From an optimization exercise on the open Yosys and OpenROAD flow, aimed at small area, a short achievable clock period and few clock cycles per item; shortcuts taken in it are not production practice. Function was checked by simulation only, so behaviour that the tests miss may differ from the original. Power is estimated from default activity; no workload was simulated.

==> design.v <==
`default_nettype none
package dtd_pkg;
   localparam int SAMPLE_W    = 16;
   localparam int SUM_W       = 41;
   localparam int LVL_W       = 32;
   localparam int ALPHA_W     = 16;
   localparam int RATIO_W     = 16;
   localparam int SILENCE_W   = 24;
   localparam int CSR_DATA_W  = 24;
   localparam int CSR_IDX_W   = 2;
   localparam logic [ALPHA_W-1:0]   ALPHA_RESET   = 16'd58982;
   localparam logic [RATIO_W-1:0]   RATIO_RESET   = 16'd128;
   localparam logic [SILENCE_W-1:0] SILENCE_RESET = 24'd11;
endpackage
`default_nettype wire
`default_nettype none
module dtd_fa (
   input  wire logic a,
   input  wire logic b,
   input  wire logic c,
   output logic      s,
   output logic      co
);
   assign s  = a ^ b ^ c;
   assign co = (a & b) | (a & c) | (b & c);
endmodule
module dtd_ha (
   input  wire logic a,
   input  wire logic b,
   output logic      s,
   output logic      co
);
   assign s  = a ^ b;
   assign co = a & b;
endmodule
module dtd_sq_tree (
   input  wire logic [14:0] y,
   input  wire logic        s,
   input  wire logic [40:0] a,
   input  wire logic [19:0]  ci,
   output logic [40:0]      o,
   output logic [19:0]       co
);
   wire sv = s;
   wire dg_0 = y[0];
   wire dg_1 = y[1];
   wire dg_2 = y[2];
   wire dg_3 = y[3];
   wire dg_4 = y[4];
   wire dg_5 = y[5];
   wire dg_6 = y[6];
   wire dg_7 = y[7];
   wire dg_8 = y[8];
   wire dg_9 = y[9];
   wire dg_10 = y[10];
   wire dg_11 = y[11];
   wire dg_12 = y[12];
   wire dg_13 = y[13];
   wire dg_14 = y[14];
   wire pp_0_1 = y[0] & y[1];
   wire pp_0_2 = y[0] & y[2];
   wire pp_0_3 = y[0] & y[3];
   wire pp_0_4 = y[0] & y[4];
   wire pp_0_5 = y[0] & y[5];
   wire pp_0_6 = y[0] & y[6];
   wire pp_0_7 = y[0] & y[7];
   wire pp_0_8 = y[0] & y[8];
   wire pp_0_9 = y[0] & y[9];
   wire pp_0_10 = y[0] & y[10];
   wire pp_0_11 = y[0] & y[11];
   wire pp_0_12 = y[0] & y[12];
   wire pp_0_13 = y[0] & y[13];
   wire pp_0_14 = y[0] & y[14];
   wire pp_1_2 = y[1] & y[2];
   wire pp_1_3 = y[1] & y[3];
   wire pp_1_4 = y[1] & y[4];
   wire pp_1_5 = y[1] & y[5];
   wire pp_1_6 = y[1] & y[6];
   wire pp_1_7 = y[1] & y[7];
   wire pp_1_8 = y[1] & y[8];
   wire pp_1_9 = y[1] & y[9];
   wire pp_1_10 = y[1] & y[10];
   wire pp_1_11 = y[1] & y[11];
   wire pp_1_12 = y[1] & y[12];
   wire pp_1_13 = y[1] & y[13];
   wire pp_1_14 = y[1] & y[14];
   wire pp_2_3 = y[2] & y[3];
   wire pp_2_4 = y[2] & y[4];
   wire pp_2_5 = y[2] & y[5];
   wire pp_2_6 = y[2] & y[6];
   wire pp_2_7 = y[2] & y[7];
   wire pp_2_8 = y[2] & y[8];
   wire pp_2_9 = y[2] & y[9];
   wire pp_2_10 = y[2] & y[10];
   wire pp_2_11 = y[2] & y[11];
   wire pp_2_12 = y[2] & y[12];
   wire pp_2_13 = y[2] & y[13];
   wire pp_2_14 = y[2] & y[14];
   wire pp_3_4 = y[3] & y[4];
   wire pp_3_5 = y[3] & y[5];
   wire pp_3_6 = y[3] & y[6];
   wire pp_3_7 = y[3] & y[7];
   wire pp_3_8 = y[3] & y[8];
   wire pp_3_9 = y[3] & y[9];
   wire pp_3_10 = y[3] & y[10];
   wire pp_3_11 = y[3] & y[11];
   wire pp_3_12 = y[3] & y[12];
   wire pp_3_13 = y[3] & y[13];
   wire pp_3_14 = y[3] & y[14];
   wire pp_4_5 = y[4] & y[5];
   wire pp_4_6 = y[4] & y[6];
   wire pp_4_7 = y[4] & y[7];
   wire pp_4_8 = y[4] & y[8];
   wire pp_4_9 = y[4] & y[9];
   wire pp_4_10 = y[4] & y[10];
   wire pp_4_11 = y[4] & y[11];
   wire pp_4_12 = y[4] & y[12];
   wire pp_4_13 = y[4] & y[13];
   wire pp_4_14 = y[4] & y[14];
   wire pp_5_6 = y[5] & y[6];
   wire pp_5_7 = y[5] & y[7];
   wire pp_5_8 = y[5] & y[8];
   wire pp_5_9 = y[5] & y[9];
   wire pp_5_10 = y[5] & y[10];
   wire pp_5_11 = y[5] & y[11];
   wire pp_5_12 = y[5] & y[12];
   wire pp_5_13 = y[5] & y[13];
   wire pp_5_14 = y[5] & y[14];
   wire pp_6_7 = y[6] & y[7];
   wire pp_6_8 = y[6] & y[8];
   wire pp_6_9 = y[6] & y[9];
   wire pp_6_10 = y[6] & y[10];
   wire pp_6_11 = y[6] & y[11];
   wire pp_6_12 = y[6] & y[12];
   wire pp_6_13 = y[6] & y[13];
   wire pp_6_14 = y[6] & y[14];
   wire pp_7_8 = y[7] & y[8];
   wire pp_7_9 = y[7] & y[9];
   wire pp_7_10 = y[7] & y[10];
   wire pp_7_11 = y[7] & y[11];
   wire pp_7_12 = y[7] & y[12];
   wire pp_7_13 = y[7] & y[13];
   wire pp_7_14 = y[7] & y[14];
   wire pp_8_9 = y[8] & y[9];
   wire pp_8_10 = y[8] & y[10];
   wire pp_8_11 = y[8] & y[11];
   wire pp_8_12 = y[8] & y[12];
   wire pp_8_13 = y[8] & y[13];
   wire pp_8_14 = y[8] & y[14];
   wire pp_9_10 = y[9] & y[10];
   wire pp_9_11 = y[9] & y[11];
   wire pp_9_12 = y[9] & y[12];
   wire pp_9_13 = y[9] & y[13];
   wire pp_9_14 = y[9] & y[14];
   wire pp_10_11 = y[10] & y[11];
   wire pp_10_12 = y[10] & y[12];
   wire pp_10_13 = y[10] & y[13];
   wire pp_10_14 = y[10] & y[14];
   wire pp_11_12 = y[11] & y[12];
   wire pp_11_13 = y[11] & y[13];
   wire pp_11_14 = y[11] & y[14];
   wire pp_12_13 = y[12] & y[13];
   wire pp_12_14 = y[12] & y[14];
   wire pp_13_14 = y[13] & y[14];
   wire cr_0 = s & y[0];
   wire cr_1 = s & y[1];
   wire cr_2 = s & y[2];
   wire cr_3 = s & y[3];
   wire cr_4 = s & y[4];
   wire cr_5 = s & y[5];
   wire cr_6 = s & y[6];
   wire cr_7 = s & y[7];
   wire cr_8 = s & y[8];
   wire cr_9 = s & y[9];
   wire cr_10 = s & y[10];
   wire cr_11 = s & y[11];
   wire cr_12 = s & y[12];
   wire cr_13 = s & y[13];
   wire cr_14 = s & y[14];
   wire n1, n2;
   dtd_ha u_n1 (.a(pp_0_11), .b(pp_1_10), .s(n1), .co(n2));
   wire n3, n4;
   dtd_fa u_n3 (.a(pp_0_13), .b(pp_1_12), .c(pp_2_11), .s(n3), .co(n4));
   wire n5, n6;
   dtd_ha u_n5 (.a(pp_0_14), .b(pp_1_13), .s(n5), .co(n6));
   wire n7, n8;
   dtd_fa u_n7 (.a(pp_1_14), .b(pp_2_13), .c(pp_3_12), .s(n7), .co(n8));
   wire n9, n10;
   dtd_ha u_n9 (.a(pp_0_5), .b(pp_1_4), .s(n9), .co(n10));
   wire n11, n12;
   dtd_fa u_n11 (.a(pp_0_7), .b(pp_1_6), .c(pp_2_5), .s(n11), .co(n12));
   wire n13, n14;
   dtd_ha u_n13 (.a(pp_0_8), .b(pp_1_7), .s(n13), .co(n14));
   wire n15, n16;
   dtd_fa u_n15 (.a(pp_0_9), .b(pp_1_8), .c(pp_2_7), .s(n15), .co(n16));
   wire n17, n18;
   dtd_fa u_n17 (.a(pp_3_6), .b(pp_4_5), .c(dg_5), .s(n17), .co(n18));
   wire n19, n20;
   dtd_fa u_n19 (.a(pp_0_10), .b(pp_1_9), .c(pp_2_8), .s(n19), .co(n20));
   wire n21, n22;
   dtd_ha u_n21 (.a(pp_3_7), .b(pp_4_6), .s(n21), .co(n22));
   wire n23, n24;
   dtd_fa u_n23 (.a(n1), .b(pp_2_9), .c(pp_3_8), .s(n23), .co(n24));
   wire n25, n26;
   dtd_fa u_n25 (.a(pp_4_7), .b(pp_5_6), .c(dg_6), .s(n25), .co(n26));
   wire n27, n28;
   dtd_ha u_n27 (.a(cr_11), .b(a[12]), .s(n27), .co(n28));
   wire n29, n30;
   dtd_fa u_n29 (.a(n2), .b(pp_0_12), .c(pp_1_11), .s(n29), .co(n30));
   wire n31, n32;
   dtd_fa u_n31 (.a(pp_2_10), .b(pp_3_9), .c(pp_4_8), .s(n31), .co(n32));
   wire n33, n34;
   dtd_fa u_n33 (.a(pp_5_7), .b(cr_12), .c(a[13]), .s(n33), .co(n34));
   wire n35, n36;
   dtd_fa u_n35 (.a(n3), .b(pp_3_10), .c(pp_4_9), .s(n35), .co(n36));
   wire n37, n38;
   dtd_fa u_n37 (.a(pp_5_8), .b(pp_6_7), .c(dg_7), .s(n37), .co(n38));
   wire n39, n40;
   dtd_fa u_n39 (.a(cr_13), .b(a[14]), .c(ci[6]), .s(n39), .co(n40));
   wire n41, n42;
   dtd_fa u_n41 (.a(n4), .b(n5), .c(pp_2_12), .s(n41), .co(n42));
   wire n43, n44;
   dtd_fa u_n43 (.a(pp_3_11), .b(pp_4_10), .c(pp_5_9), .s(n43), .co(n44));
   wire n45, n46;
   dtd_fa u_n45 (.a(pp_6_8), .b(cr_14), .c(a[15]), .s(n45), .co(n46));
   wire n47, n48;
   dtd_fa u_n47 (.a(n6), .b(n7), .c(pp_4_11), .s(n47), .co(n48));
   wire n49, n50;
   dtd_fa u_n49 (.a(pp_5_10), .b(pp_6_9), .c(pp_7_8), .s(n49), .co(n50));
   wire n51, n52;
   dtd_fa u_n51 (.a(dg_8), .b(a[16]), .c(ci[7]), .s(n51), .co(n52));
   wire n53, n54;
   dtd_fa u_n53 (.a(n8), .b(pp_2_14), .c(pp_3_13), .s(n53), .co(n54));
   wire n55, n56;
   dtd_fa u_n55 (.a(pp_4_12), .b(pp_5_11), .c(pp_6_10), .s(n55), .co(n56));
   wire n57, n58;
   dtd_ha u_n57 (.a(pp_7_9), .b(a[17]), .s(n57), .co(n58));
   wire n59, n60;
   dtd_fa u_n59 (.a(pp_3_14), .b(pp_4_13), .c(pp_5_12), .s(n59), .co(n60));
   wire n61, n62;
   dtd_fa u_n61 (.a(pp_6_11), .b(pp_7_10), .c(pp_8_9), .s(n61), .co(n62));
   wire n63, n64;
   dtd_fa u_n63 (.a(dg_9), .b(a[18]), .c(ci[8]), .s(n63), .co(n64));
   wire n65, n66;
   dtd_fa u_n65 (.a(pp_4_14), .b(pp_5_13), .c(pp_6_12), .s(n65), .co(n66));
   wire n67, n68;
   dtd_ha u_n67 (.a(pp_7_11), .b(pp_8_10), .s(n67), .co(n68));
   wire n69, n70;
   dtd_fa u_n69 (.a(pp_5_14), .b(pp_6_13), .c(pp_7_12), .s(n69), .co(n70));
   wire n71, n72;
   dtd_fa u_n71 (.a(pp_8_11), .b(pp_9_10), .c(dg_10), .s(n71), .co(n72));
   wire n73, n74;
   dtd_ha u_n73 (.a(pp_6_14), .b(pp_7_13), .s(n73), .co(n74));
   wire n75, n76;
   dtd_fa u_n75 (.a(pp_7_14), .b(pp_8_13), .c(pp_9_12), .s(n75), .co(n76));
   wire n77, n78;
   dtd_ha u_n77 (.a(pp_0_1), .b(dg_1), .s(n77), .co(n78));
   wire n79, n80;
   dtd_fa u_n79 (.a(pp_0_3), .b(pp_1_2), .c(dg_2), .s(n79), .co(n80));
   wire n81, n82;
   dtd_ha u_n81 (.a(pp_0_4), .b(pp_1_3), .s(n81), .co(n82));
   wire n83, n84;
   dtd_fa u_n83 (.a(n9), .b(pp_2_3), .c(dg_3), .s(n83), .co(n84));
   wire n85, n86;
   dtd_ha u_n85 (.a(cr_5), .b(a[6]), .s(n85), .co(n86));
   wire n87, n88;
   dtd_fa u_n87 (.a(n10), .b(pp_0_6), .c(pp_1_5), .s(n87), .co(n88));
   wire n89, n90;
   dtd_fa u_n89 (.a(pp_2_4), .b(cr_6), .c(a[7]), .s(n89), .co(n90));
   wire n91, n92;
   dtd_fa u_n91 (.a(n11), .b(pp_3_4), .c(dg_4), .s(n91), .co(n92));
   wire n93, n94;
   dtd_fa u_n93 (.a(cr_7), .b(a[8]), .c(ci[3]), .s(n93), .co(n94));
   wire n95, n96;
   dtd_fa u_n95 (.a(n12), .b(n13), .c(pp_2_6), .s(n95), .co(n96));
   wire n97, n98;
   dtd_fa u_n97 (.a(pp_3_5), .b(cr_8), .c(a[9]), .s(n97), .co(n98));
   wire n99, n100;
   dtd_fa u_n99 (.a(n14), .b(n15), .c(n17), .s(n99), .co(n100));
   wire n101, n102;
   dtd_fa u_n101 (.a(cr_9), .b(a[10]), .c(ci[4]), .s(n101), .co(n102));
   wire n103, n104;
   dtd_fa u_n103 (.a(n16), .b(n18), .c(n19), .s(n103), .co(n104));
   wire n105, n106;
   dtd_fa u_n105 (.a(n21), .b(cr_10), .c(a[11]), .s(n105), .co(n106));
   wire n107, n108;
   dtd_fa u_n107 (.a(n20), .b(n22), .c(n23), .s(n107), .co(n108));
   wire n109, n110;
   dtd_fa u_n109 (.a(n25), .b(n27), .c(ci[5]), .s(n109), .co(n110));
   wire n111, n112;
   dtd_fa u_n111 (.a(n24), .b(n26), .c(n28), .s(n111), .co(n112));
   wire n113, n114;
   dtd_fa u_n113 (.a(n29), .b(n31), .c(n33), .s(n113), .co(n114));
   wire n115, n116;
   dtd_fa u_n115 (.a(n30), .b(n32), .c(n34), .s(n115), .co(n116));
   wire n117, n118;
   dtd_fa u_n117 (.a(n35), .b(n37), .c(n39), .s(n117), .co(n118));
   wire n119, n120;
   dtd_fa u_n119 (.a(n36), .b(n38), .c(n40), .s(n119), .co(n120));
   wire n121, n122;
   dtd_fa u_n121 (.a(n41), .b(n43), .c(n45), .s(n121), .co(n122));
   wire n123, n124;
   dtd_fa u_n123 (.a(n42), .b(n44), .c(n46), .s(n123), .co(n124));
   wire n125, n126;
   dtd_fa u_n125 (.a(n47), .b(n49), .c(n51), .s(n125), .co(n126));
   wire n127, n128;
   dtd_fa u_n127 (.a(n48), .b(n50), .c(n52), .s(n127), .co(n128));
   wire n129, n130;
   dtd_fa u_n129 (.a(n53), .b(n55), .c(n57), .s(n129), .co(n130));
   wire n131, n132;
   dtd_fa u_n131 (.a(n54), .b(n56), .c(n58), .s(n131), .co(n132));
   wire n133, n134;
   dtd_fa u_n133 (.a(n59), .b(n61), .c(n63), .s(n133), .co(n134));
   wire n135, n136;
   dtd_fa u_n135 (.a(n60), .b(n62), .c(n64), .s(n135), .co(n136));
   wire n137, n138;
   dtd_fa u_n137 (.a(n65), .b(n67), .c(a[19]), .s(n137), .co(n138));
   wire n139, n140;
   dtd_fa u_n139 (.a(n66), .b(n68), .c(n69), .s(n139), .co(n140));
   wire n141, n142;
   dtd_fa u_n141 (.a(n71), .b(a[20]), .c(ci[9]), .s(n141), .co(n142));
   wire n143, n144;
   dtd_fa u_n143 (.a(n70), .b(n72), .c(n73), .s(n143), .co(n144));
   wire n145, n146;
   dtd_fa u_n145 (.a(pp_8_12), .b(pp_9_11), .c(a[21]), .s(n145), .co(n146));
   wire n147, n148;
   dtd_fa u_n147 (.a(n74), .b(n75), .c(pp_10_11), .s(n147), .co(n148));
   wire n149, n150;
   dtd_fa u_n149 (.a(dg_11), .b(a[22]), .c(ci[10]), .s(n149), .co(n150));
   wire n151, n152;
   dtd_fa u_n151 (.a(n76), .b(pp_8_14), .c(pp_9_13), .s(n151), .co(n152));
   wire n153, n154;
   dtd_ha u_n153 (.a(pp_10_12), .b(a[23]), .s(n153), .co(n154));
   wire n155, n156;
   dtd_fa u_n155 (.a(pp_9_14), .b(pp_10_13), .c(pp_11_12), .s(n155), .co(n156));
   wire n157, n158;
   dtd_fa u_n157 (.a(dg_12), .b(a[24]), .c(ci[11]), .s(n157), .co(n158));
   wire n159, n160;
   dtd_ha u_n159 (.a(pp_10_14), .b(pp_11_13), .s(n159), .co(n160));
   wire n161, n162;
   dtd_fa u_n161 (.a(pp_11_14), .b(pp_12_13), .c(dg_13), .s(n161), .co(n162));
   wire n163, n164;
   dtd_ha u_n163 (.a(n77), .b(cr_1), .s(n163), .co(n164));
   wire n165, n166;
   dtd_fa u_n165 (.a(n78), .b(pp_0_2), .c(cr_2), .s(n165), .co(n166));
   wire n167, n168;
   dtd_fa u_n167 (.a(n79), .b(cr_3), .c(a[4]), .s(n167), .co(n168));
   wire n169, n170;
   dtd_fa u_n169 (.a(n80), .b(n81), .c(cr_4), .s(n169), .co(n170));
   wire n171, n172;
   dtd_fa u_n171 (.a(n82), .b(n83), .c(n85), .s(n171), .co(n172));
   wire n173, n174;
   dtd_fa u_n173 (.a(n84), .b(n86), .c(n87), .s(n173), .co(n174));
   wire n175, n176;
   dtd_fa u_n175 (.a(n88), .b(n90), .c(n91), .s(n175), .co(n176));
   wire n177, n178;
   dtd_fa u_n177 (.a(n92), .b(n94), .c(n95), .s(n177), .co(n178));
   wire n179, n180;
   dtd_fa u_n179 (.a(n96), .b(n98), .c(n99), .s(n179), .co(n180));
   wire n181, n182;
   dtd_fa u_n181 (.a(n100), .b(n102), .c(n103), .s(n181), .co(n182));
   wire n183, n184;
   dtd_fa u_n183 (.a(n104), .b(n106), .c(n107), .s(n183), .co(n184));
   wire n185, n186;
   dtd_fa u_n185 (.a(n108), .b(n110), .c(n111), .s(n185), .co(n186));
   wire n187, n188;
   dtd_fa u_n187 (.a(n112), .b(n114), .c(n115), .s(n187), .co(n188));
   wire n189, n190;
   dtd_fa u_n189 (.a(n116), .b(n118), .c(n119), .s(n189), .co(n190));
   wire n191, n192;
   dtd_fa u_n191 (.a(n120), .b(n122), .c(n123), .s(n191), .co(n192));
   wire n193, n194;
   dtd_fa u_n193 (.a(n124), .b(n126), .c(n127), .s(n193), .co(n194));
   wire n195, n196;
   dtd_fa u_n195 (.a(n128), .b(n130), .c(n131), .s(n195), .co(n196));
   wire n197, n198;
   dtd_fa u_n197 (.a(n132), .b(n134), .c(n135), .s(n197), .co(n198));
   wire n199, n200;
   dtd_fa u_n199 (.a(n136), .b(n138), .c(n139), .s(n199), .co(n200));
   wire n201, n202;
   dtd_fa u_n201 (.a(n140), .b(n142), .c(n143), .s(n201), .co(n202));
   wire n203, n204;
   dtd_fa u_n203 (.a(n144), .b(n146), .c(n147), .s(n203), .co(n204));
   wire n205, n206;
   dtd_fa u_n205 (.a(n148), .b(n150), .c(n151), .s(n205), .co(n206));
   wire n207, n208;
   dtd_fa u_n207 (.a(n152), .b(n154), .c(n155), .s(n207), .co(n208));
   wire n209, n210;
   dtd_fa u_n209 (.a(n156), .b(n158), .c(n159), .s(n209), .co(n210));
   wire n211, n212;
   dtd_fa u_n211 (.a(n160), .b(n161), .c(a[26]), .s(n211), .co(n212));
   wire n213, n214;
   dtd_ha u_n213 (.a(n162), .b(pp_12_14), .s(n213), .co(n214));
   wire n215, n216;
   dtd_fa u_n215 (.a(pp_13_14), .b(dg_14), .c(a[28]), .s(n215), .co(n216));
   wire n217, n218;
   dtd_ha u_n217 (.a(dg_0), .b(sv), .s(n217), .co(n218));
   wire n219, n220;
   dtd_ha u_n219 (.a(cr_0), .b(a[1]), .s(n219), .co(n220));
   wire n221, n222;
   dtd_fa u_n221 (.a(n163), .b(a[2]), .c(ci[0]), .s(n221), .co(n222));
   wire n223, n224;
   dtd_fa u_n223 (.a(n164), .b(n165), .c(a[3]), .s(n223), .co(n224));
   wire n225, n226;
   dtd_fa u_n225 (.a(n166), .b(n167), .c(ci[1]), .s(n225), .co(n226));
   wire n227, n228;
   dtd_fa u_n227 (.a(n168), .b(n169), .c(a[5]), .s(n227), .co(n228));
   wire n229, n230;
   dtd_fa u_n229 (.a(n170), .b(n171), .c(ci[2]), .s(n229), .co(n230));
   wire n231, n232;
   dtd_fa u_n231 (.a(n172), .b(n173), .c(n89), .s(n231), .co(n232));
   wire n233, n234;
   dtd_fa u_n233 (.a(n174), .b(n175), .c(n93), .s(n233), .co(n234));
   wire n235, n236;
   dtd_fa u_n235 (.a(n176), .b(n177), .c(n97), .s(n235), .co(n236));
   wire n237, n238;
   dtd_fa u_n237 (.a(n178), .b(n179), .c(n101), .s(n237), .co(n238));
   wire n239, n240;
   dtd_fa u_n239 (.a(n180), .b(n181), .c(n105), .s(n239), .co(n240));
   wire n241, n242;
   dtd_fa u_n241 (.a(n182), .b(n183), .c(n109), .s(n241), .co(n242));
   wire n243, n244;
   dtd_fa u_n243 (.a(n184), .b(n185), .c(n113), .s(n243), .co(n244));
   wire n245, n246;
   dtd_fa u_n245 (.a(n186), .b(n187), .c(n117), .s(n245), .co(n246));
   wire n247, n248;
   dtd_fa u_n247 (.a(n188), .b(n189), .c(n121), .s(n247), .co(n248));
   wire n249, n250;
   dtd_fa u_n249 (.a(n190), .b(n191), .c(n125), .s(n249), .co(n250));
   wire n251, n252;
   dtd_fa u_n251 (.a(n192), .b(n193), .c(n129), .s(n251), .co(n252));
   wire n253, n254;
   dtd_fa u_n253 (.a(n194), .b(n195), .c(n133), .s(n253), .co(n254));
   wire n255, n256;
   dtd_fa u_n255 (.a(n196), .b(n197), .c(n137), .s(n255), .co(n256));
   wire n257, n258;
   dtd_fa u_n257 (.a(n198), .b(n199), .c(n141), .s(n257), .co(n258));
   wire n259, n260;
   dtd_fa u_n259 (.a(n200), .b(n201), .c(n145), .s(n259), .co(n260));
   wire n261, n262;
   dtd_fa u_n261 (.a(n202), .b(n203), .c(n149), .s(n261), .co(n262));
   wire n263, n264;
   dtd_fa u_n263 (.a(n204), .b(n205), .c(n153), .s(n263), .co(n264));
   wire n265, n266;
   dtd_fa u_n265 (.a(n206), .b(n207), .c(n157), .s(n265), .co(n266));
   wire n267, n268;
   dtd_fa u_n267 (.a(n208), .b(n209), .c(a[25]), .s(n267), .co(n268));
   wire n269, n270;
   dtd_fa u_n269 (.a(n210), .b(n211), .c(ci[12]), .s(n269), .co(n270));
   wire n271, n272;
   dtd_fa u_n271 (.a(n212), .b(n213), .c(a[27]), .s(n271), .co(n272));
   wire n273, n274;
   dtd_fa u_n273 (.a(n214), .b(n215), .c(ci[13]), .s(n273), .co(n274));
   wire n275, n276;
   dtd_ha u_n275 (.a(n216), .b(a[29]), .s(n275), .co(n276));
   wire n277, n278;
   dtd_ha u_n277 (.a(a[30]), .b(ci[14]), .s(n277), .co(n278));
   wire n279, n280;
   dtd_ha u_n279 (.a(n217), .b(a[0]), .s(n279), .co(n280));
   wire n281, n282;
   dtd_fa u_n281 (.a(n218), .b(n219), .c(n280), .s(n281), .co(n282));
   wire n283, n284;
   dtd_ha u_n283 (.a(n220), .b(n221), .s(n283), .co(n284));
   wire n285, n286;
   dtd_fa u_n285 (.a(n222), .b(n223), .c(n284), .s(n285), .co(n286));
   wire n287, n288;
   dtd_ha u_n287 (.a(n224), .b(n225), .s(n287), .co(n288));
   wire n289, n290;
   dtd_fa u_n289 (.a(n226), .b(n227), .c(n288), .s(n289), .co(n290));
   wire n291, n292;
   dtd_ha u_n291 (.a(n228), .b(n229), .s(n291), .co(n292));
   wire n293, n294;
   dtd_fa u_n293 (.a(n230), .b(n231), .c(n292), .s(n293), .co(n294));
   wire n295, n296;
   dtd_ha u_n295 (.a(n232), .b(n233), .s(n295), .co(n296));
   wire n297, n298;
   dtd_fa u_n297 (.a(n234), .b(n235), .c(n296), .s(n297), .co(n298));
   wire n299, n300;
   dtd_ha u_n299 (.a(n236), .b(n237), .s(n299), .co(n300));
   wire n301, n302;
   dtd_fa u_n301 (.a(n238), .b(n239), .c(n300), .s(n301), .co(n302));
   wire n303, n304;
   dtd_ha u_n303 (.a(n240), .b(n241), .s(n303), .co(n304));
   wire n305, n306;
   dtd_fa u_n305 (.a(n242), .b(n243), .c(n304), .s(n305), .co(n306));
   wire n307, n308;
   dtd_ha u_n307 (.a(n244), .b(n245), .s(n307), .co(n308));
   wire n309, n310;
   dtd_fa u_n309 (.a(n246), .b(n247), .c(n308), .s(n309), .co(n310));
   wire n311, n312;
   dtd_ha u_n311 (.a(n248), .b(n249), .s(n311), .co(n312));
   wire n313, n314;
   dtd_fa u_n313 (.a(n250), .b(n251), .c(n312), .s(n313), .co(n314));
   wire n315, n316;
   dtd_ha u_n315 (.a(n252), .b(n253), .s(n315), .co(n316));
   wire n317, n318;
   dtd_fa u_n317 (.a(n254), .b(n255), .c(n316), .s(n317), .co(n318));
   wire n319, n320;
   dtd_ha u_n319 (.a(n256), .b(n257), .s(n319), .co(n320));
   wire n321, n322;
   dtd_fa u_n321 (.a(n258), .b(n259), .c(n320), .s(n321), .co(n322));
   wire n323, n324;
   dtd_ha u_n323 (.a(n260), .b(n261), .s(n323), .co(n324));
   wire n325, n326;
   dtd_fa u_n325 (.a(n262), .b(n263), .c(n324), .s(n325), .co(n326));
   wire n327, n328;
   dtd_ha u_n327 (.a(n264), .b(n265), .s(n327), .co(n328));
   wire n329, n330;
   dtd_fa u_n329 (.a(n266), .b(n267), .c(n328), .s(n329), .co(n330));
   wire n331, n332;
   dtd_ha u_n331 (.a(n268), .b(n269), .s(n331), .co(n332));
   wire n333, n334;
   dtd_fa u_n333 (.a(n270), .b(n271), .c(n332), .s(n333), .co(n334));
   wire n335, n336;
   dtd_ha u_n335 (.a(n272), .b(n273), .s(n335), .co(n336));
   wire n337, n338;
   dtd_fa u_n337 (.a(n274), .b(n275), .c(n336), .s(n337), .co(n338));
   wire n339, n340;
   dtd_ha u_n339 (.a(n276), .b(n277), .s(n339), .co(n340));
   wire n341, n342;
   dtd_fa u_n341 (.a(n278), .b(a[31]), .c(n340), .s(n341), .co(n342));
   wire n343, n344;
   dtd_ha u_n343 (.a(a[32]), .b(ci[15]), .s(n343), .co(n344));
   wire n345, n346;
   dtd_ha u_n345 (.a(a[33]), .b(n344), .s(n345), .co(n346));
   wire n347, n348;
   dtd_ha u_n347 (.a(a[34]), .b(ci[16]), .s(n347), .co(n348));
   wire n349, n350;
   dtd_ha u_n349 (.a(a[35]), .b(n348), .s(n349), .co(n350));
   wire n351, n352;
   dtd_ha u_n351 (.a(a[36]), .b(ci[17]), .s(n351), .co(n352));
   wire n353, n354;
   dtd_ha u_n353 (.a(a[37]), .b(n352), .s(n353), .co(n354));
   wire n355, n356;
   dtd_ha u_n355 (.a(a[38]), .b(ci[18]), .s(n355), .co(n356));
   wire n357, n358;
   dtd_ha u_n357 (.a(a[39]), .b(n356), .s(n357), .co(n358));
   wire n359, n360;
   dtd_ha u_n359 (.a(a[40]), .b(ci[19]), .s(n359), .co(n360));
   assign o = {n359, n357, n355, n353, n351, n349, n347, n345, n343, n341, n339, n337, n335, n333, n331, n329, n327, n325, n323, n321, n319, n317, n315, n313, n311, n309, n307, n305, n303, n301, n299, n297, n295, n293, n291, n289, n287, n285, n283, n281, n279};
   assign co = {n358, n354, n350, n346, n342, n338, n334, n330, n326, n322, n318, n314, n310, n306, n302, n298, n294, n290, n286, n282};
endmodule
module dtd_resolve (
   input  wire logic [40:0] a,
   input  wire logic [19:0]  c,
   output logic [40:0]      r
);
   logic [20:0] cin;
   assign cin[0] = 1'b0;
   assign cin[1] = c[0] | (cin[0] & (&a[1:0]));
   assign cin[2] = c[1] | (cin[1] & (&a[3:2]));
   assign cin[3] = c[2] | (cin[2] & (&a[5:4]));
   assign cin[4] = c[3] | (cin[3] & (&a[7:6]));
   assign cin[5] = c[4] | (cin[4] & (&a[9:8]));
   assign cin[6] = c[5] | (cin[5] & (&a[11:10]));
   assign cin[7] = c[6] | (cin[6] & (&a[13:12]));
   assign cin[8] = c[7] | (cin[7] & (&a[15:14]));
   assign cin[9] = c[8] | (cin[8] & (&a[17:16]));
   assign cin[10] = c[9] | (cin[9] & (&a[19:18]));
   assign cin[11] = c[10] | (cin[10] & (&a[21:20]));
   assign cin[12] = c[11] | (cin[11] & (&a[23:22]));
   assign cin[13] = c[12] | (cin[12] & (&a[25:24]));
   assign cin[14] = c[13] | (cin[13] & (&a[27:26]));
   assign cin[15] = c[14] | (cin[14] & (&a[29:28]));
   assign cin[16] = c[15] | (cin[15] & (&a[31:30]));
   assign cin[17] = c[16] | (cin[16] & (&a[33:32]));
   assign cin[18] = c[17] | (cin[17] & (&a[35:34]));
   assign cin[19] = c[18] | (cin[18] & (&a[37:36]));
   assign cin[20] = c[19] | (cin[19] & (&a[39:38]));
   assign r[1:0] = a[1:0];
   assign r[3:2] = a[3:2] + 2'(cin[1]);
   assign r[5:4] = a[5:4] + 2'(cin[2]);
   assign r[7:6] = a[7:6] + 2'(cin[3]);
   assign r[9:8] = a[9:8] + 2'(cin[4]);
   assign r[11:10] = a[11:10] + 2'(cin[5]);
   assign r[13:12] = a[13:12] + 2'(cin[6]);
   assign r[15:14] = a[15:14] + 2'(cin[7]);
   assign r[17:16] = a[17:16] + 2'(cin[8]);
   assign r[19:18] = a[19:18] + 2'(cin[9]);
   assign r[21:20] = a[21:20] + 2'(cin[10]);
   assign r[23:22] = a[23:22] + 2'(cin[11]);
   assign r[25:24] = a[25:24] + 2'(cin[12]);
   assign r[27:26] = a[27:26] + 2'(cin[13]);
   assign r[29:28] = a[29:28] + 2'(cin[14]);
   assign r[31:30] = a[31:30] + 2'(cin[15]);
   assign r[33:32] = a[33:32] + 2'(cin[16]);
   assign r[35:34] = a[35:34] + 2'(cin[17]);
   assign r[37:36] = a[37:36] + 2'(cin[18]);
   assign r[39:38] = a[39:38] + 2'(cin[19]);
   assign r[40:40] = a[40:40] + 1'(cin[20]);
endmodule
`default_nettype wire
`default_nettype none
module dtd_div4 (
   input  wire logic [10:0] rem,
   input  wire logic [1:0]  nxt,
   input  wire logic [10:0] d,
   input  wire logic [12:0] d3,
   output logic [10:0]      rem_o,
   output logic [1:0]       q_o
);
   logic [12:0] t;
   logic [13:0] c1, c2, c3;
   assign t  = {rem, nxt};
   assign c1 = {1'b0, t} - {3'b0, d};
   assign c2 = {1'b0, t} - {2'b0, d, 1'b0};
   assign c3 = {1'b0, t} - {1'b0, d3};
   always_comb begin
      if (!c3[13]) begin
         q_o   = 2'd3;
         rem_o = c3[10:0];
      end else if (!c2[13]) begin
         q_o   = 2'd2;
         rem_o = c2[10:0];
      end else if (!c1[13]) begin
         q_o   = 2'd1;
         rem_o = c1[10:0];
      end else begin
         q_o   = 2'd0;
         rem_o = t[10:0];
      end
   end
endmodule
`default_nettype wire
`default_nettype none
module double_talk_detector_unit (
   input  wire logic         clock,
   input  wire logic         reset,
   input  wire logic         req_valid,
   output logic              req_ready,
   input  wire logic [15:0]  req_far_sample,
   input  wire logic [15:0]  req_mic_sample,
   input  wire logic         req_frame_end,
   output logic              rsp_valid,
   input  wire logic         rsp_ready,
   output logic [1:0]        rsp_talk_state,
   output logic              rsp_adapt_hold,
   input  wire logic         csr_write_enable,
   input  wire logic [1:0]   csr_index,
   input  wire logic [23:0]  csr_write_data
);
   localparam int NB = 20;    
   localparam logic [1:0] A_IDLE = 2'd0;
   localparam logic [1:0] A_DIVF = 2'd1;
   localparam logic [1:0] A_DONE = 2'd2;
   localparam logic [1:0] A_DIVM = 2'd3;
   localparam logic [2:0] B_IDLE = 3'd0;
   localparam logic [2:0] B_FAR  = 3'd1;
   localparam logic [2:0] B_MIC  = 3'd2;
   localparam logic [2:0] B_RAT  = 3'd3;
   localparam logic [2:0] B_OUT  = 3'd4;
   localparam logic [2:0] B_MW   = 3'd5;
   logic [15:0]   alpha_ff;
   logic [15:0]   ratio_ff;
   logic [23:0]   silence_ff;
   logic          ready_ff;
   logic          in_v_ff, in_last_ff;
   logic [14:0]   in_fy_ff, in_my_ff;
   logic          in_fs_ff, in_ms_ff;
   logic [9:0]    cnt_ff, dcnt_ff;
   logic          full_ff;
   logic          clr_ff;
   logic [40:0]   fsum_ff, msum_ff;
   logic [NB-1:0] fcb_ff, mcb_ff;
   logic [1:0]    a_st_ff;
   logic [3:0]    a_cnt_ff;
   logic [10:0]   div_ff;
   logic [12:0]   div3_ff;
   logic [10:0]   frem_ff, mrem_ff;
   logic [29:0]   fq_ff, mq_ff;
   logic [2:0]    b_ph_ff;
   logic [3:0]    b_j_ff;
   logic [32:0]   acc_ff;
   logic          hit_ff;
   logic [30:0]   flvl_ff, mlvl_ff;
   logic          out_valid_ff;
   logic [1:0]    talk_ff;
   always_ff @(posedge clock) begin
      if (reset) begin
         alpha_ff   <= dtd_pkg::ALPHA_RESET;
         ratio_ff   <= dtd_pkg::RATIO_RESET;
         silence_ff <= dtd_pkg::SILENCE_RESET;
      end else if (csr_write_enable) begin
         case (csr_index)
            2'd0:    alpha_ff   <= csr_write_data[15:0];
            2'd1:    ratio_ff   <= csr_write_data[15:0];
            2'd2:    silence_ff <= csr_write_data;
            default: ;
         endcase
      end
   end
   logic          accept, keep_in, load, clr;
   logic [9:0]    cnt_in;
   logic [40:0]   fsum_in, msum_in, fsum_o, msum_o, fres, mres;
   logic [NB-1:0] fcb_in, mcb_in, fcb_o, mcb_o;
   logic          full_in;
   assign accept  = req_valid && ready_ff;
   assign cnt_in  = (in_v_ff && in_last_ff) ? 10'd0 : cnt_ff + {9'd0, in_v_ff};
   assign keep_in = accept && (req_frame_end || !(&cnt_in));
   assign clr     = clr_ff;
   assign fsum_in = clr ? 41'd0 : fsum_ff;
   assign msum_in = clr ? 41'd0 : msum_ff;
   assign fcb_in  = clr ? '0 : fcb_ff;
   assign mcb_in  = clr ? '0 : mcb_ff;
   dtd_sq_tree u_ftree (
      .y  (in_fy_ff),
      .s  (in_fs_ff),
      .a  (fsum_in),
      .ci (fcb_in),
      .o  (fsum_o),
      .co (fcb_o)
   );
   dtd_sq_tree u_mtree (
      .y  (in_my_ff),
      .s  (in_ms_ff),
      .a  (msum_in),
      .ci (mcb_in),
      .o  (msum_o),
      .co (mcb_o)
   );
   dtd_resolve u_fres (.a(fsum_ff), .c(fcb_ff), .r(fres));
   dtd_resolve u_mres (.a(msum_ff), .c(mcb_ff), .r(mres));
   assign full_in = (full_ff && !load) || (in_v_ff && in_last_ff);
   always_ff @(posedge clock) begin
      in_fy_ff   <= {15{keep_in}} & (req_far_sample[14:0] ^ {15{req_far_sample[15]}});
      in_fs_ff   <= keep_in & req_far_sample[15];
      in_my_ff   <= {15{keep_in}} & (req_mic_sample[14:0] ^ {15{req_mic_sample[15]}});
      in_ms_ff   <= keep_in & req_mic_sample[15];
      in_last_ff <= req_frame_end;
      fsum_ff    <= fsum_o;
      msum_ff    <= msum_o;
      fcb_ff     <= fcb_o;
      mcb_ff     <= mcb_o;
      if (in_v_ff && in_last_ff) begin
         dcnt_ff <= cnt_ff;
      end
      if (reset) begin
         in_v_ff <= 1'b0;
         cnt_ff  <= '0;
         full_ff <= 1'b0;
         clr_ff  <= 1'b1;
      end else begin
         in_v_ff <= keep_in;
         full_ff <= full_in;
         clr_ff  <= full_in && (a_st_in == A_IDLE);
         cnt_ff  <= cnt_in;
      end
   end
   logic [1:0]  a_st_in;
   logic [1:0]  dq_o;
   logic [10:0] drem_o;
   logic        a_mic;
   logic        b_fin;
   assign load = full_ff && (a_st_ff == A_IDLE);
   assign a_mic = (a_st_ff == A_DIVM);
   dtd_div4 u_div (
      .rem   (a_mic ? mrem_ff : frem_ff),
      .nxt   (a_mic ? mq_ff[29:28] : fq_ff[29:28]),
      .d     (div_ff),
      .d3    (div3_ff),
      .rem_o (drem_o),
      .q_o   (dq_o)
   );
   always_comb begin
      a_st_in = a_st_ff;
      case (a_st_ff)
         A_IDLE:  if (full_ff) a_st_in = A_DIVF;
         A_DIVF:  if (a_cnt_ff == 4'd14) a_st_in = A_DIVM;
         A_DIVM:  if (a_cnt_ff == 4'd14) a_st_in = A_DONE;
         A_DONE:  if (b_fin) a_st_in = A_IDLE;
         default: a_st_in = A_IDLE;
      endcase
   end
   always_ff @(posedge clock) begin
      if (load) begin
         frem_ff  <= fres[40:30];
         fq_ff    <= fres[29:0];
         mrem_ff  <= mres[40:30];
         mq_ff    <= mres[29:0];
         div_ff   <= {1'b0, dcnt_ff} + 11'd2;
         div3_ff  <= {3'b0, dcnt_ff} + {2'b0, dcnt_ff, 1'b0} + 13'd6;
         a_cnt_ff <= '0;
      end else begin
         if (a_st_ff == A_DIVF) begin
            frem_ff <= drem_o;
            fq_ff   <= {fq_ff[27:0], dq_o};
         end
         if (a_st_ff == A_DIVM) begin
            mrem_ff <= drem_o;
            mq_ff   <= {mq_ff[27:0], dq_o};
         end
         a_cnt_ff <= (a_cnt_ff == 4'd14) ? 4'd0 : a_cnt_ff + 4'd1;
      end
      if (reset) begin
         a_st_ff <= A_IDLE;
      end else begin
         a_st_ff <= a_st_in;
      end
   end
   logic [2:0]  b_ph_in;
   logic [3:0]  b_j_in;
   logic        out_free;
   logic        far_on, mic_on, hit;
   logic [1:0]  talk_new;
   typedef struct packed {
      logic yf1, yf2, ym1, ym2, yfq, ymq, yneg;
      logic xacc, xf, xm;
      logic ash, xr, hcap;
      logic wf, wm;
   } ctl_type;
   ctl_type     ctl_ff, ctl_in;
   logic [3:0]  bidx_in;
   logic [15:0] mval_in;
   logic [2:0]  trip_in;
   logic        d_one, d_two, d_neg;
   always_comb begin
      b_ph_in = b_ph_ff;
      b_j_in  = b_j_ff + 4'd1;
      case (b_ph_ff)
         B_IDLE: begin
            b_j_in = '0;
            if (a_st_ff == A_DIVM || a_st_ff == A_DONE) b_ph_in = B_FAR;
         end
         B_FAR, B_MIC, B_RAT: begin
            if (b_j_ff == 4'd10) begin
               b_j_in  = '0;
               b_ph_in = (b_ph_ff == B_FAR) ? ((a_st_ff == A_DONE) ? B_MIC : B_MW) :
                         (b_ph_ff == B_MIC) ? B_RAT : B_OUT;
            end
         end
         B_MW: begin
            b_j_in = '0;
            if (a_st_ff == A_DONE) b_ph_in = B_MIC;
         end
         B_OUT: begin
            b_j_in = '0;
            if (out_free) b_ph_in = B_IDLE;
         end
         default: begin
            b_j_in  = '0;
            b_ph_in = B_IDLE;
         end
      endcase
   end
   always_comb begin
      mval_in = (b_ph_ff == B_RAT) ? ratio_ff : alpha_ff;
      bidx_in = (b_ph_ff == B_RAT && b_j_ff >= 4'd5) ? b_j_ff - 4'd1 : b_j_ff;
      case (bidx_in)
         4'd0:    trip_in = {mval_in[1], mval_in[0], 1'b0};
         4'd1:    trip_in = mval_in[3:1];
         4'd2:    trip_in = mval_in[5:3];
         4'd3:    trip_in = mval_in[7:5];
         4'd4:    trip_in = mval_in[9:7];
         4'd5:    trip_in = mval_in[11:9];
         4'd6:    trip_in = mval_in[13:11];
         4'd7:    trip_in = mval_in[15:13];
         default: trip_in = {2'b00, mval_in[15]};
      endcase
      d_one = (trip_in == 3'b001) || (trip_in == 3'b010) ||
              (trip_in == 3'b101) || (trip_in == 3'b110);
      d_two = (trip_in == 3'b011) || (trip_in == 3'b100);
      d_neg = trip_in[2] && (trip_in != 3'b111);
      ctl_in = '0;
      case (b_ph_in)
         B_FAR, B_MIC: begin
            if (b_j_in == 4'd0) begin
               ctl_in.yfq  = (b_ph_in == B_FAR);
               ctl_in.ymq  = (b_ph_in == B_MIC);
               ctl_in.yneg = 1'b1;
               ctl_in.xf   = (b_ph_in == B_FAR);
               ctl_in.xm   = (b_ph_in == B_MIC);
               ctl_in.wf   = (b_ph_in == B_FAR);
               ctl_in.wm   = (b_ph_in == B_MIC);
            end else if (b_j_in == 4'd10) begin
               ctl_in.yfq  = (b_ph_in == B_FAR);
               ctl_in.ymq  = (b_ph_in == B_MIC);
               ctl_in.xacc = 1'b1;
               ctl_in.wf   = (b_ph_in == B_FAR);
               ctl_in.wm   = (b_ph_in == B_MIC);
            end else begin
               ctl_in.yf1  = d_one && (b_ph_in == B_FAR);
               ctl_in.yf2  = d_two && (b_ph_in == B_FAR);
               ctl_in.ym1  = d_one && (b_ph_in == B_MIC);
               ctl_in.ym2  = d_two && (b_ph_in == B_MIC);
               ctl_in.yneg = d_neg;
               ctl_in.xacc = (b_j_in != 4'd1);
               ctl_in.ash  = (b_j_in != 4'd9);
            end
         end
         B_RAT: begin
            if (b_j_in == 4'd0) begin
               ctl_in.xr   = 1'b1;
            end else if (b_j_in == 4'd5) begin
               ctl_in.ym1  = 1'b1;
               ctl_in.yneg = 1'b1;
               ctl_in.xacc = 1'b1;
            end else begin
               ctl_in.yf1  = d_one;
               ctl_in.yf2  = d_two;
               ctl_in.yneg = d_neg;
               ctl_in.xacc = 1'b1;
               ctl_in.ash  = (b_j_in != 4'd10);
               ctl_in.hcap = (b_j_in == 4'd10);
            end
         end
         default: ;
      endcase
   end
   logic [33:0] xop, ysel, yop, sum;
   assign xop  = ({34{ctl_ff.xacc}} & {acc_ff[32], acc_ff}) |
                 ({34{ctl_ff.xf}} & {{3{flvl_ff[30]}}, flvl_ff}) |
                 ({34{ctl_ff.xm}} & {{3{mlvl_ff[30]}}, mlvl_ff}) |
                 ({34{ctl_ff.xr}} & {18'd0, ratio_ff});
   assign ysel = ({34{ctl_ff.yf1}} & {{3{flvl_ff[30]}}, flvl_ff}) |
                 ({34{ctl_ff.yf2}} & {{2{flvl_ff[30]}}, flvl_ff, 1'b0}) |
                 ({34{ctl_ff.ym1}} & {{3{mlvl_ff[30]}}, mlvl_ff}) |
                 ({34{ctl_ff.ym2}} & {{2{mlvl_ff[30]}}, mlvl_ff, 1'b0}) |
                 ({34{ctl_ff.yfq}} & {4'd0, fq_ff}) |
                 ({34{ctl_ff.ymq}} & {4'd0, mq_ff});
   assign yop  = ysel ^ {34{ctl_ff.yneg}};
   assign sum  = xop + yop + {33'd0, ctl_ff.yneg};
   assign b_fin    = (b_ph_ff == B_MIC) && (b_j_ff == 4'd10);
   assign out_free = !out_valid_ff || rsp_ready;
   assign far_on   = (flvl_ff[29:0] > {6'd0, silence_ff});
   assign mic_on   = (mlvl_ff[29:0] > {6'd0, silence_ff});
   assign hit      = hit_ff;
   assign talk_new = (far_on && mic_on && hit) ? 2'd3 :
                     far_on ? 2'd1 :
                     mic_on ? 2'd2 : 2'd0;
   always_ff @(posedge clock) begin
      if (reset) begin
         ctl_ff <= '0;
      end else begin
         ctl_ff <= ctl_in;
      end
      if (ctl_ff.ash) begin
         acc_ff <= {sum[33], sum[33:2]};
      end else begin
         acc_ff <= sum[32:0];
      end
      if (ctl_ff.hcap) begin
         hit_ff <= sum[32];
      end
      if (reset) begin
         flvl_ff <= '0;
         mlvl_ff <= '0;
      end else begin
         if (ctl_ff.wf) flvl_ff <= sum[30:0];
         if (ctl_ff.wm) mlvl_ff <= sum[30:0];
      end
      if (reset) begin
         b_ph_ff      <= B_IDLE;
         b_j_ff       <= '0;
         out_valid_ff <= 1'b0;
      end else begin
         b_ph_ff <= b_ph_in;
         b_j_ff  <= b_j_in;
         if (b_ph_ff == B_OUT && out_free) begin
            out_valid_ff <= 1'b1;
            talk_ff      <= talk_new;
         end else if (rsp_ready) begin
            out_valid_ff <= 1'b0;
         end
      end
   end
   assign rsp_valid      = out_valid_ff;
   assign rsp_talk_state = talk_ff;
   assign rsp_adapt_hold = talk_ff[1];
   logic full1, idle1, full2, idle2;
   assign full1 = full_in;
   assign idle1 = (a_st_in == A_IDLE);
   assign full2 = (full1 && !idle1) || (keep_in && req_frame_end);
   assign idle2 = (idle1 && !full1) ||
                  (b_ph_in == B_MIC && b_j_in == 4'd10);
   always_ff @(posedge clock) begin
      if (reset) begin
         ready_ff <= 1'b1;
      end else begin
         ready_ff <= !(full2 && !idle2);
      end
   end
   assign req_ready = ready_ff;
endmodule
`default_nettype wire
==> flow/run.sh <==
#!/bin/bash
# The standard layout, with timing repair aiming below the clock period:
# repair_timing works to a setup slack of MARGIN ns at the design's clock.
set -euo pipefail
MARGIN=${MARGIN:-6.5}
bash standard.sh finish SETUP_SLACK_MARGIN=$MARGIN > flow.log 2>&1
==> standard.sh <==
#!/bin/bash
# synth_recipe.tcl (not shown) runs the flow's synth.tcl, then flattens the netlist and writes it again
# the make line also repeats each setting of config.mk as NAME=value (left out here)
make -C /OpenROAD-flow-scripts/flow DESIGN_CONFIG=/design/flow/config.mk WORK_HOME=/design/flow/orfs CLKGATE_MAP_FILE= SYNTH_SCRIPT=/design/flow/synth_recipe.tcl "${@:-finish}"
==> config.mk <==
export PLATFORM = sky130hd
export DESIGN_NAME = double_talk_detector_unit
export DESIGN_NICKNAME = double_talk_detector_unit
export VERILOG_FILES = /design/flow/design.v
export SDC_FILE = /design/flow/constraint.sdc
export NUM_CORES = 4
export LEC_CHECK = 0
export ABC_CLOCK_PERIOD_IN_PS = 3500
export CAP_MARGIN = 20
export CORE_MARGIN = 2
export CORE_UTILIZATION = 40
export PLACE_DENSITY = 0.6
export SLEW_MARGIN = 20
export SYNTH_HIERARCHICAL = 1
==> constraint.sdc <==
create_clock -name core_clock -period 10.0 [get_ports {clock}]
set_input_delay 2.0000 -clock core_clock [delete_from_list [all_inputs] [get_ports {clock}]]
set_output_delay 2.0000 -clock core_clock [all_outputs]
set_load 0.01 [all_outputs]
==> flow_metrics.env, run 1 <==
export IMPL_clk_pin_slew_ns=0.06
export IMPL_cts_num_sinks=464
export IMPL_met2_length_mm=43.6
export IMPL_ys_seq_area_share_pct=29.7
export IMPL_max_cap_violations=0
export IMPL_powerDensity_nw_per_um2=180
export IMPL_path_class="reg -> reg"
export IMPL_synth_xor_area_share_pct=4.31
export IMPL_dieWidth_um=301
export IMPL_initial_utilization_pct=40.5
export IMPL_crit_top_cell="xor2_2"
export IMPL_ys_seq_elements=464
export IMPL_finalSetupTns_ns=0
export IMPL_synth_compound_area_share_pct=12.3
export IMPL_rows=108
export IMPL_synth_edff_count=117
export IMPL_die_area_um2=90500
export IMPL_critical_path_buf_inv_count=1
export IMPL_fmax_mhz=281
export IMPL_via_count=25900
export IMPL_synthArstFlopShare_pct=0
export IMPL_synth_area_um2=35300
export IMPL_grt_antenna_before_repair=0
export IMPL_slowest_stage="fa_2"
export IMPL_ys_top_cells_by_count="nand2_1, dfxtp_1, fa_1"
export IMPL_via_per_inst=5.41
export IMPL_synth_fa_ha_area_share_pct=25.2
export IMPL_grt_ovfl_total=0
export IMPL_path_max_fanout=8
export IMPL_period_needed_ns=3.56
export IMPL_grt_usage_pct=20.8
export IMPL_setup_viol=0
export IMPL_grt_max_degree=89
export IMPL_cts_tree="yes"
export IMPL_syn_nets=4246
export IMPL_dr_wl_met3_mm=5.46
export IMPL_htree_num_levels=2
export IMPL_n_antenna_cell=0
export IMPL_holdWs_ns=0.435
export IMPL_crit_arrival_ns=4.06
export IMPL_cts_buffers=56
export IMPL_drive_gt1_share_pct=15.5
export IMPL_place_gp_congestion=0.934
export IMPL_drt_total_wl_mm=95.7
export IMPL_clock_skew_ns=0.0807
export IMPL_multiInputGateArea_um2=23300
export IMPL_crit_path_start_kind="flop"
export IMPL_die_h_um=301
export IMPL_cts_root_buffer="clkbuf_16"
export IMPL_syn_to_final_growth_pct=12.6
export IMPL_core_area_um2=87000
export IMPL_ant_nets=0
export IMPL_yosysUniqueCellTypes=111
export IMPL_cp_slowest_stage_delay_ns=0.42
export IMPL_synth_warnings=8
export IMPL_peakVddDrop_v=0.000144
export IMPL_synth_top_family_by_area="adder cells"
export IMPL_yosys_mux_area_fraction_pct=2.86
export IMPL_tightest_slew_ns=1.05
export IMPL_grt_pass1_wl_mm=149
export IMPL_ys_top_cells_by_area="dfxtp_1, fa_1, edfxtp_1"
export IMPL_critPathRequiredTime_ns=10.50
export IMPL_max_slew_margin_pct=29.7
export IMPL_hold_class="reg -> reg"
export IMPL_endpoint_kind="flop"
export IMPL_cp_depth=14
export IMPL_finalMaxSlewViolations=0
export IMPL_netlist_instances=3637
export IMPL_layout_area_seq_um2=10600
export IMPL_p_leak_uw=0.0177
export IMPL_fin_crit_sh_pct=35.6
export IMPL_finalHoldViolCount=0
export IMPL_clock_latency_ns=0.67
export IMPL_hold_depth=0
export IMPL_hpwl_mm=66.5
export IMPL_outcome="finished clean"
export IMPL_top_layer="met4"
export IMPL_final_nets=4191
export IMPL_rr_worst_depth=14
export IMPL_grt_pass1_vias=26000
export IMPL_rsz0062_at_grt="yes"
export IMPL_wl_per_cell_um=20.0
export IMPL_fillers=8289
export IMPL_synth_top_cell_by_area="dfxtp_1"
export IMPL_crit_chain="buf_12, a22oi_2, nand3_2, xor2_2, fa_2, a21o_1, a221oi_4, or3_4, a31o_4, a21boi_4, a221o_1, a21oi_2, xor2_2, o22ai_1"
export IMPL_m1WireLength_mm=44.0
export IMPL_drc=0
export IMPL_synth_most_common_cell="nand2_1"
export IMPL_io_buffers=68
export IMPL_io_pins=69
export IMPL_dr_pass1_iters=7
export IMPL_synth_top_area_share_pct=19.7
export IMPL_drt_iter0_drc=2032
export IMPL_synthSimpleGateAreaFrac_pct=19.0
export IMPL_syn_avg_cell_area_um2=9.69
export IMPL_synth_main_ff_cell="dfxtp_1"
export IMPL_path_delay_family="compound AO/OA/AOI/OAI gates"
export IMPL_clk_path_buf_depth=3
-- path summary, 6_finish.rpt --
path | start | to | slack (ns)
worst max-delay path | ctl_ff[11] | mlvl_ff[28] | 6.44
worst max register to register | ctl_ff[11] | mlvl_ff[28] | 6.44
worst min-delay path | cnt_ff[0] | dcnt_ff[0] | 0.44
worst min register to register | cnt_ff[0] | dcnt_ff[0] | 0.44
-- through the flow --
stage                     area [um^2]  std cells  util [%]  setup slack (ns)  power, uW
final                           39700       4784      45.6              6.44       7160
after detailed placement        35800       4573      41.2              5.37       4900
after CTS                       38800       4757      44.6              6.43       7080
after global routing            39700       4784      45.6              6.32       7610
after floorplan                 35400       3637         -              6.40       4530
after global placement          35800       4573      41.2              5.48       4860
-- sequential cells by signal (all words and copies together) (netlist names), 20 cells and up --
register and count:
fcb_ff 20, mcb_ff 20, mq_ff 30, fq_ff 30, silence_ff 24, flvl_ff 31
msum_ff 41, fsum_ff 41, mlvl_ff 31, acc_ff 33
-- logic make-up after synthesis --
kind of cell | count (synthesis)
AO/OA/AOI/OAI | 618
flip-flops | 464
adder cells (fa/ha/maj) | 546
buffers and inverters | 420
XOR/XNOR | 172
AND/OR/NAND/NOR | 1320
multiplexers | 96
other | 1
-- routing by layer --
layer / vias up / global-route usage, %
met3: 145 / 3.13
met4: 0 / 5.80
li1: 12300 / -
met1: 12700 / 28.8
met2: 732 / 33.7
met5: - / 0
-- worst register-to-register path, cell delays in order (launching register included) --
cell and delay [ns]:
dfxtp_4 0.40, buf_12 0.17, a22oi_2 0.19, nand3_2 0.11
xor2_2 0.17, fa_2 0.42, a21o_1 0.21, a221oi_4 0.36
or3_4 0.21, a31o_4 0.18, a21boi_4 0.08, a221o_1 0.37
a21oi_2 0.18, xor2_2 0.24, o22ai_1 0.10
-- layout make-up --
cell class              instances  share of cell area, %
clock buffers                  83                   4.22
repair buffers                194                   5.25
multi-input cells            2753                   58.7
well taps                    1155                   3.64
clock inverters                22                  0.406
flip-flops and latches        464                   26.7
inverters                     113                   1.08
-- Yosys stat by module (local to each module, per instance) --
module / flops+latches / area (um^2) / times used
dtd_div4: 0 / 2050 / 1
dtd_resolve: 0 / 808 / 2
dtd_ha: 0 / 12.5 / 90
double_talk_detector_unit: 464 / 22200 / 1
dtd_fa: 0 / 20.0 / 270
dtd_sq_tree: 0 / 1410 / 2
-- placed cells by master (no fill, tap or decap), types with 46 or more instances in the layout --
cell and count:
mux2i_1 66, nand3_1 58, nand2_1 479, clkdlybuf4s50_1 62, ha_1 244, a21oi_1 136
nand2b_1 46, inv_1 110, a22oi_1 105, dfxtp_1 300, xor2_1 84, fa_1 221
edfxtp_1 117, a21o_1 54, nor2_1 183, nor2b_1 136, xnor2_1 79, buf_4 88
clkbuf_16 64, and2_1 200, fa_2 54
-- timing repair --
action                                  in CTS  in global routing
gates resized for setup                    127                127
buffers inserted                            74                 21
gates cloned                                 5                  6
pin swaps                                   26                 72
hold buffers                                 0                  0
endpoints found under the setup margin     163                109
-- where the power goes --
part / leakage [uW] / total (uW) / switching [uW] / internal (uW)
Clock: 0.000910 / 2020 / 862 / 1160
Sequential: 0.00395 / 2570 / 308 / 2270
Combinational: 0.0128 / 2560 / 1430 / 1140
Total: 0.0177 / 7160 / 2600 / 4560
Testbench counts, summed over its fixed seeds: cycles 29,747, items 384.
==> run 2: changes to the inputs <==
--- a/design.v
+++ b/design.v
@@ -819,18 +819,18 @@
       case (b_ph_ff)
          B_IDLE: begin
             b_j_in = '0;
-            if (a_st_ff == A_DIVM || a_st_ff == A_DONE) b_ph_in = B_FAR;
+            if (a_st_in == A_DIVM || a_st_in == A_DONE) b_ph_in = B_FAR;
          end
          B_FAR, B_MIC, B_RAT: begin
             if (b_j_ff == 4'd10) begin
                b_j_in  = '0;
-               b_ph_in = (b_ph_ff == B_FAR) ? ((a_st_ff == A_DONE) ? B_MIC : B_MW) :
+               b_ph_in = (b_ph_ff == B_FAR) ? ((a_st_in == A_DONE) ? B_MIC : B_MW) :
                          (b_ph_ff == B_MIC) ? B_RAT : B_OUT;
             end
          end
          B_MW: begin
             b_j_in = '0;
-            if (a_st_ff == A_DONE) b_ph_in = B_MIC;
+            if (a_st_in == A_DONE) b_ph_in = B_MIC;
          end
          B_OUT: begin
             b_j_in = '0;
==> flow_metrics.env, run 2 <==
export IMPL_grt_pass1_vias=25700
export IMPL_r2r_slack_ns=6.46
export IMPL_place_inst=4580
export IMPL_mostFrequentLayoutCells="nand2_1, dfxtp_1, ha_1"
export IMPL_synth_edff_count=117
export IMPL_dieWidth_um=300
export IMPL_cp_slowest_stage_delay_ns=0.38
export IMPL_rows=108
export IMPL_finalSetupTns_ns=0
export IMPL_cts_tree="yes"
export IMPL_via_count=25500
export IMPL_path_max_fanout=4
export IMPL_endpoint_kind="flop"
export IMPL_utilization_pct=45.0
export IMPL_cts_buffers=56
export IMPL_outcome="finished clean"
export IMPL_ant_nets=0
export IMPL_hold_buffers=0
export IMPL_crit_arrival_ns=4.03
export IMPL_ys_seq_area_share_pct=29.8
export IMPL_final_nets=4174
export IMPL_cts_num_sinks=464
export IMPL_finalMaxSlewViolations=0
export IMPL_clock_skew_ns=0.0494
export IMPL_ys_seq_elements=464
export IMPL_clk_path_buf_depth=3
export IMPL_critPathRequiredTime_ns=10.49
export IMPL_path_delay_family="compound AO/OA/AOI/OAI gates"
export IMPL_grt_usage_pct=20.2
export IMPL_initial_utilization_pct=40.4
export IMPL_grt_pass1_wl_mm=145
export IMPL_via_per_inst=5.36
export IMPL_max_cap_violations=0
export IMPL_drive_gt1_share_pct=13.5
export IMPL_stdcell_count=4766
export IMPL_yosysUniqueCellTypes=100
export IMPL_netlist_instances=3637
export IMPL_place_gp_congestion=0.912
export IMPL_max_slew_margin_pct=32.6
export IMPL_io_pins=69
export IMPL_synth_warnings=8
export IMPL_hpwl_mm=64.8
export IMPL_clock_latency_ns=0.66
export IMPL_min_to="dcnt_ff[0]"
export IMPL_slowest_stage="or3_4"
export IMPL_die_area_um2=90200
export IMPL_reg_top3="fsum_ff x41, msum_ff x41, acc_ff x33"
export IMPL_io_buffers=68
export IMPL_syn_nets=4246
export IMPL_core_area_um2=86900
export IMPL_setup_viol=0
export IMPL_period_needed_ns=3.54
export IMPL_grt_ovfl_total=0
export IMPL_peakVddDrop_v=0.000146
export IMPL_syn_avg_cell_area_um2=9.65
export IMPL_final_common_cell="nand2_1"
export IMPL_fin_crit_sh_pct=35.4
export IMPL_htree_num_levels=2
export IMPL_grt_antenna_before_repair=0
export IMPL_synth_area_um2=35100
export IMPL_rsz0062_at_grt="yes"
export IMPL_synthArstFlopShare_pct=0
export IMPL_finalHoldViolCount=0
export IMPL_hold_class="reg -> reg"
export IMPL_startpoint="ctl_ff[6]"
export IMPL_synth_top_cell_by_area="dfxtp_1"
export IMPL_drt_iter0_drc=1724
export IMPL_clk_pin_slew_ns=0.06
export IMPL_hold_start="cnt_ff[0]"
export IMPL_wl_per_cell_um=19.1
export IMPL_syn_to_final_growth_pct=11.4
export IMPL_synth_main_ff_cell="dfxtp_1"
export IMPL_powerDensity_nw_per_um2=170
export IMPL_crit_path_start_kind="flop"
export IMPL_rr_worst_depth=15
export IMPL_hold_depth=0
export IMPL_fmax_mhz=282
export IMPL_cts_root_buffer="clkbuf_16"
export IMPL_synth_most_common_cell="nand2_1"
export IMPL_r2r_end="acc_ff[22]"
export IMPL_dr_pass1_iters=7
export IMPL_p_leak_uw=0.0170
export IMPL_drt_total_wl_mm=91.2
export IMPL_synth_top_area_share_pct=19.8
export IMPL_crit_chain="buf_12, a22o_1, a221oi_4, mux2i_2, fa_2, a21o_1, a221oi_4, o21ai_2, buf_4, o311a_4, o21ai_2, a21oi_2, or3_4, nand3_1, o21ai_0"
export IMPL_n_antenna_cell=0
export IMPL_ys_top_cells_by_area="dfxtp_1, fa_1, edfxtp_1"
export IMPL_ys_top_cells_by_count="nand2_1, dfxtp_1, fa_1"
export IMPL_grt_max_degree=72
export IMPL_critical_path_buf_inv_count=2
export IMPL_tightest_slew_ns=1.01
export IMPL_die_h_um=300
export IMPL_path_class="reg -> reg"
export IMPL_drc=0
export IMPL_reg2reg_from="ctl_ff[6]"
[run 2: changes by cell type after synthesis, moves of 9 or more]
cell     previous run  this run
xor2_1             89        64
xnor2_1            81       103
nand3_1            59        78
o21ai_0            44        63
nand2_1           483       466
nor2_1            186       172
mux2i_1            67        57
nand4_1            24        34
a31oi_1            17        26
[run 2: how the worst max path moves through the flow]
stage / end / slack (ns) / depth (start not counted)
after floorplan: fsum_ff[19] / 6.40 / 10
after global placement: ready_ff / 5.39 / 9
after detailed placement: ready_ff / 5.36 / 9
after CTS: flvl_ff[30] / 6.45 / 16
after global routing: acc_ff[30] / 6.34 / 16
final: acc_ff[22] / 6.46 / 15
[run 2: area by class of cell]
cell class / count / area, um^2
clock buffers: 72 / 1480
clock inverters: 32 / 340
fillers: 8227 / 47800
inverters: 118 / 448
multi-input cells: 2755 / 23000
flip-flops and latches: 464 / 10600
well taps: 1155 / 1450
repair buffers: 170 / 1780
[run 2: worst reg2reg max path: stages, from the launching register on]
cell and delay (ns):
dfxtp_4 0.35, buf_12 0.11, a22o_1 0.22, a221oi_4 0.25, mux2i_2 0.15, fa_2 0.37
a21o_1 0.23, a221oi_4 0.29, o21ai_2 0.10, buf_4 0.14, o311a_4 0.33, o21ai_2 0.17
a21oi_2 0.09, or3_4 0.38, nand3_1 0.08, o21ai_0 0.09
[run 2: timing repair]
action | CTS | global route
setup buffers | 56 | 18
resized for setup | 106 | 118
endpoints found under the setup margin | 198 | 117
gates cloned | 8 | 0
pin swaps | 30 | 46
[run 2: per-module statistics from Yosys (local to each module, per instance)]
module | cell area (um^2) | copies in the design | cells inside | flip-flops and latches
dtd_sq_tree | 1410 | 2 | 197 | 0
dtd_ha | 12.5 | 90 | 1 | 0
dtd_fa | 20.0 | 270 | 1 | 0
dtd_div4 | 2050 | 1 | 280 | 0
dtd_resolve | 805 | 2 | 103 | 0
double_talk_detector_unit | 22100 | 1 | 2397 | 464
[run 2: metal layers]
layer  vias up  track usage, %  share of wire (%)
met5         -               0                  0
met4         0            4.51                1.8
met3       111            2.82                5.5
met2       657            32.3                 45
met1     12500            29.0                 47
li1      12300               -                  -
[run 2: cell families after synthesis]
| group | synth area share, % |
|---|---|
| AO/OA/AOI/OAI | 12.5 |
| other | 0.0107 |
| flip-flops | 29.8 |
| buffers and inverters | 6.70 |
| XOR/XNOR | 4.17 |
| multiplexers | 2.33 |
| AND/OR/NAND/NOR | 19.1 |
| adder cells (fa/ha/maj) | 25.3 |
[run 2: power breakdown]
group	internal [uW]	leakage, uW	switching [uW]	total [uW]
logic	940	0.0122	1150	2090
clock network	1180	0.000875	867	2050
registers	2220	0.00393	278	2500
total	4340	0.0170	2300	6640
[run 2: per-stage QoR]
stage	hold slack, ns	area (um^2)	total power (uW)	setup slack [ns]
2_1_floorplan	0.412	35300	4190	6.40
3_3_place_gp	0.430	35700	4450	5.39
3_5_place_dp	0.425	35700	4470	5.36
4_1_cts	0.439	38500	6620	6.45
5_1_grt	0.467	39100	7050	6.34
6_report	0.436	39100	6640	6.46
Testbench counts of run 2, summed over its fixed seeds: cycles 29,652, items 384.

-- what the ideal ports hide --
Ports are ideal in the flow. The routed layouts listed here were re-timed in OpenROAD. Step 1 (the two cells are an assumption about what drives the block):
set clk [get_ports {clock}]
set_driving_cell -lib_cell sky130_fd_sc_hd__clkbuf_16 $clk
set_driving_cell -lib_cell sky130_fd_sc_hd__buf_2 [delete_from_list [all_inputs] $clk]
Step 2 moves the port delays by t, midway between the first and last clock arrival at a register: inputs arrive t later, outputs are due t later. That takes back most of the time a late clock gives input paths. Three values: no drivers, after step 1, after step 2; two values: the first two.
run	shift t [ns]	slack for setup (ns)	worst register clock-pin slew, ns
run 1	0.686	6.437 / 6.437 / 5.985	0.06 / 0.06
run 2	0.706	6.457 / 6.457 / 5.909	0.06 / 0.06
After both steps every run listed still meets setup and hold. The setup slack of run 2, which loses most, moves by 0.000 ns with the drivers and by -0.548 ns with both steps.
